Source: an optimization exercise on an open RTL-to-GDS flow (aim: a short achievable clock period and few clock cycles). Production flows keep margins and buffers that such runs may drop. Function was checked by simulation only, so behaviour that the tests miss may differ from the original. No activity file was given, so power comes from the tool's default toggle rates.

== birch ==
Design mipsCore, start of the top module:
module mipsCore (
	input logic clock,
	input logic reset,
	input logic [32-1:0] wbDatR,
	input logic wbAck,
	output logic [32-1:0] wbAdr,
	output logic [32-1:0] wbDatW,
	output logic [3:0] wbSel,
	output logic wbWe,
	output logic wbCyc,
	output logic wbStb,
	output logic halted
);
	localparam int IW = 5;             
	localparam int NL = 1 << IW;
	localparam int TW = 10 - IW;       
	localparam int DW = 5;             
	localparam int DN = 1 << DW;
	localparam int DT = 10 - DW;
	localparam int WIN = 15;           
	localparam int FQ = 32;            
	localparam int FQW = 5;
	localparam int KEEP = 80;          
	logic busStb;
	logic busWe;
	logic busFetch;
	logic busLoad;
	logic [31:0] busAdr;
	logic [10:0] busA1;                
	logic [31:0] busDat;
	logic [3:0] busSel;
	logic busFree;
	assign busFree = !busStb || wbAck;
	assign wbCyc = busStb;
	assign wbStb = busStb;
	assign wbAdr = busAdr;
	assign wbDatW = busDat;
	assign wbSel = busSel;
	assign wbWe = busWe;
	logic [31:0] regs [32];
	logic [31:0] icData [NL];
	logic [9:0] icTgt [NL];
	logic [TW-1:0] icTag [NL];
	logic [NL-1:0] icPT;
	logic [NL-1:0] icValid;
	logic fbValid;
	logic fbPT;
	logic [31:0] fbAdr;
  ...
export LEC_CHECK = 0
export CAP_MARGIN = 20
export CORE_MARGIN = 2
export CORE_UTILIZATION = 40
export SETUP_SLACK_MARGIN = 3.5
export SLEW_MARGIN = 20
create_clock -name core_clock -period 7.0 [get_ports {clock}]
run.sh (not shown) runs the stock make flow with config.mk's settings and CLKGATE_MAP_FILE= SYNTH_SCRIPT=/design/flow/synth_recipe.tcl, a recipe that flattens the netlist after the stock synthesis.
birch reached the final stage; the timing, design-rule and antenna checks on its layout passed.
Testbench counts of birch, summed over its fixed seeds: cycles 26,032.
Edits applied to the flow inputs when going from birch to pine:
--- a/flow/design.v
+++ b/flow/design.v
@@ -268,28 +268,36 @@
 	logic hXr;
 	logic hX;
 	logic hM;
 	logic hL;
 	logic dHaz;
 	assign xLdRd = (xValid && xLoad) ? xDest : 5'd0;
-	assign hXr = xValid && xWr && (dRs == xDest || dRtF == xDest);
+	assign hXr = xValid && xWr && (xAdd || xSub) && (dRs == xDest || dRtF == xDest);
 	assign hX = xLdRd != 5'd0 && (dRs == xLdRd || dRtF == xLdRd || dRdF == xLdRd);
 	assign hM = mValid && mRd != 5'd0 && (dRs == mRd || dRtF == mRd || dRdF == mRd);
 	assign hL = lmValid && lmRd != 5'd0 && (dRs == lmRd || dRtF == lmRd || dRdF == lmRd);
 	assign dHaz = hXr || hX || hM || hL;
 	logic [31:0] ra;
 	logic [31:0] rb;
 	logic [31:0] dImm;
+	logic xFast;
+	logic [31:0] xFastRes;
+	assign xFast = xValid && xWr && !xAdd && !xSub;
+	assign xFastRes = xAnd ? (xOpA & xRt) : (xXor ? (xOpA ^ xRt) : xOpA);
 	always_comb begin
-		if (wWe && wRd == dRs)
+		if (xFast && xDest == dRs)
+			ra = xFastRes;
+		else if (wWe && wRd == dRs)
 			ra = wRes;
 		else if (lValid && lRd == dRs)
 			ra = lData;
 		else
 			ra = regs[dRs];
-		if (wWe && wRd == dRtF)
+		if (xFast && xDest == dRtF)
+			rb = xFastRes;
+		else if (wWe && wRd == dRtF)
 			rb = wRes;
 		else if (lValid && lRd == dRtF)
 			rb = lData;
 		else
 			rb = regs[dRtF];
 	end
@@ -548,37 +556,41 @@
 	assign fillToFq = fillAck && !rsQ && toFqQ;
 	assign fillToC = fillAck && toCQ && !fillToFq;
 	assign fqDrain = !fqEmpty && drainQ && !fillToC;
 	assign fqDrop = !fqEmpty && dropQ;
 	assign fqPop = fqDrain || fqDrop;
 	assign fpcInFq = !fqEmpty && {1'b0, fpcP[11:2] - fqHAdr[11:2]} < {5'd0, fqCount};
+	logic [IW-1:0] pIdx;
 	logic pCacheable;
+	logic pHit;
 	logic [9:0] pDist;
 	logic pStream;
 	logic fInFlight;
 	logic pResync;
 	logic rsQ;
 	logic pRoom;
 	logic pcValid;                     
 	logic [31:0] pcAdr;
 	logic [10:0] pcA1;
 	logic pcTake;
 	logic stopAll;
 	logic pfWant;
+	assign pIdx = ppc[IW+1:2];
 	assign pCacheable = ppc[31:12] == 20'd0;
+	assign pHit = pCacheable && icValid[pIdx] && icTag[pIdx] == ppc[11:IW+2];
 	assign pDist = missQ ? ppc[11:2] - fpcM[11:2] : ppc[11:2] - fpc[11:2];
 	logic pStreamQ;
 	logic pRoomQ;
 	assign pStream = ppc[31:12] == fpcP[31:12] && pDist < KEEP;
 	assign fInFlight = (busStb && busFetch && busAdr[31:2] == fpcP[31:2]) || (pcValid && pcAdr[31:2] == fpcP[31:2]);
 	assign pResync = !pStream || (!missQ && !fHit && !fInFlight && !fpcInFq && ppc != fpcP);   
 	assign pRoom = pDist < WIN + FQ - 3 && fqCount < FQ - 2;
 	assign stopAll = haltReg || (xValid && xBrk) || (dValid && dBrk);
 	logic ppcAtF;
 	assign ppcAtF = missQ ? ppc[31:2] == fpcM[31:2] : ppc[31:2] == fpc[31:2];
-	assign pfWant = !rsQ && pStreamQ && pRoomQ && !stopAll &&
+	assign pfWant = !rsQ && pStreamQ && pRoomQ && !(pHit && fqEmpty) && !stopAll &&
 		((pCacheable && !brkStop) || ppcAtF);
 	assign sbIssue = busFree && sbValid;
 	assign lmIssue = busFree && !sbValid && lmValid && !lmOnBus;
 	assign pfIssue = busFree && !sbValid && !(lmValid && !lmOnBus) && pcValid && !rsQ && !stopAll;
 	assign pcTake = pfWant && (!pcValid || pfIssue);
 	always_ff @(posedge clock) begin
@@ -598,13 +610,13 @@
 			else if (pcTake)
 				pcValid <= 1'b1;
 			else if (pfIssue)
 				pcValid <= 1'b0;
 			if (rsQ)
 				ppc <= fpcP;
-			else if (pcTake)
+			else if (pcTake || (pStreamQ && pHit && fqEmpty && pRoomQ && !pcValid))
 				ppc <= ppc + 32'd4;
 			if (rsQ)
 				brkStop <= 1'b0;
 			else if (fillAck && wbDatR[31:26] == 6'h00 && wbDatR[5:0] == 6'h0D)
 				brkStop <= 1'b1;
 		end
==> run notes <==
Against birch as the reference, pine delivers a higher met3 usage. For setup slack, birch and pine come out practically identical. Of birch and pine, birch shows the lower placed instance area, with pine above it. The cell internal power dissipation on pine is in line with that on birch. pine vs birch, power went down by about 0.45%. Relative to birch, the tap cell count of pine is higher by about 2.4%. pine vs birch: clock-buffer cell count up slightly. birch -> pine: maximum clock insertion buffer count delta 0, exact match.
Testbench counts of pine, summed over its fixed seeds: cycles 25,981.

[separate check: timing with driven ports]
In the flow no input, the clock included, has a driving cell. The finished layouts below were timed again as built, in two steps.
Step 1: set_driving_cell puts a clkbuf_16 on clock and a buf_2 on each other input, an assumption about the parent block.
Step 2 moves the port delays by t, midway between the first and last clock arrival at a register: inputs arrive t later, outputs are due t later. That takes back most of the time a late clock gives input paths.
Slacks: no drivers / after step 1 / after step 2; pairs: no drivers / after step 1.
| run | t (ns) | setup WS [ns] | worst hold slack (ns) | worst setup path after step 2 |
|---|---|---|---|---|
| birch | 1.241 | 3.284 / 3.284 / 2.175 | 0.410 / 0.406 / 0.410 | input to register |
| pine | 1.247 | 3.283 / 3.283 / 2.180 | 0.400 / 0.400 / 0.400 | input to register |
After both steps every run listed still meets setup and hold. The setup slack of birch, which loses most, moves by 0.000 ns with the drivers and by -1.109 ns with both steps.
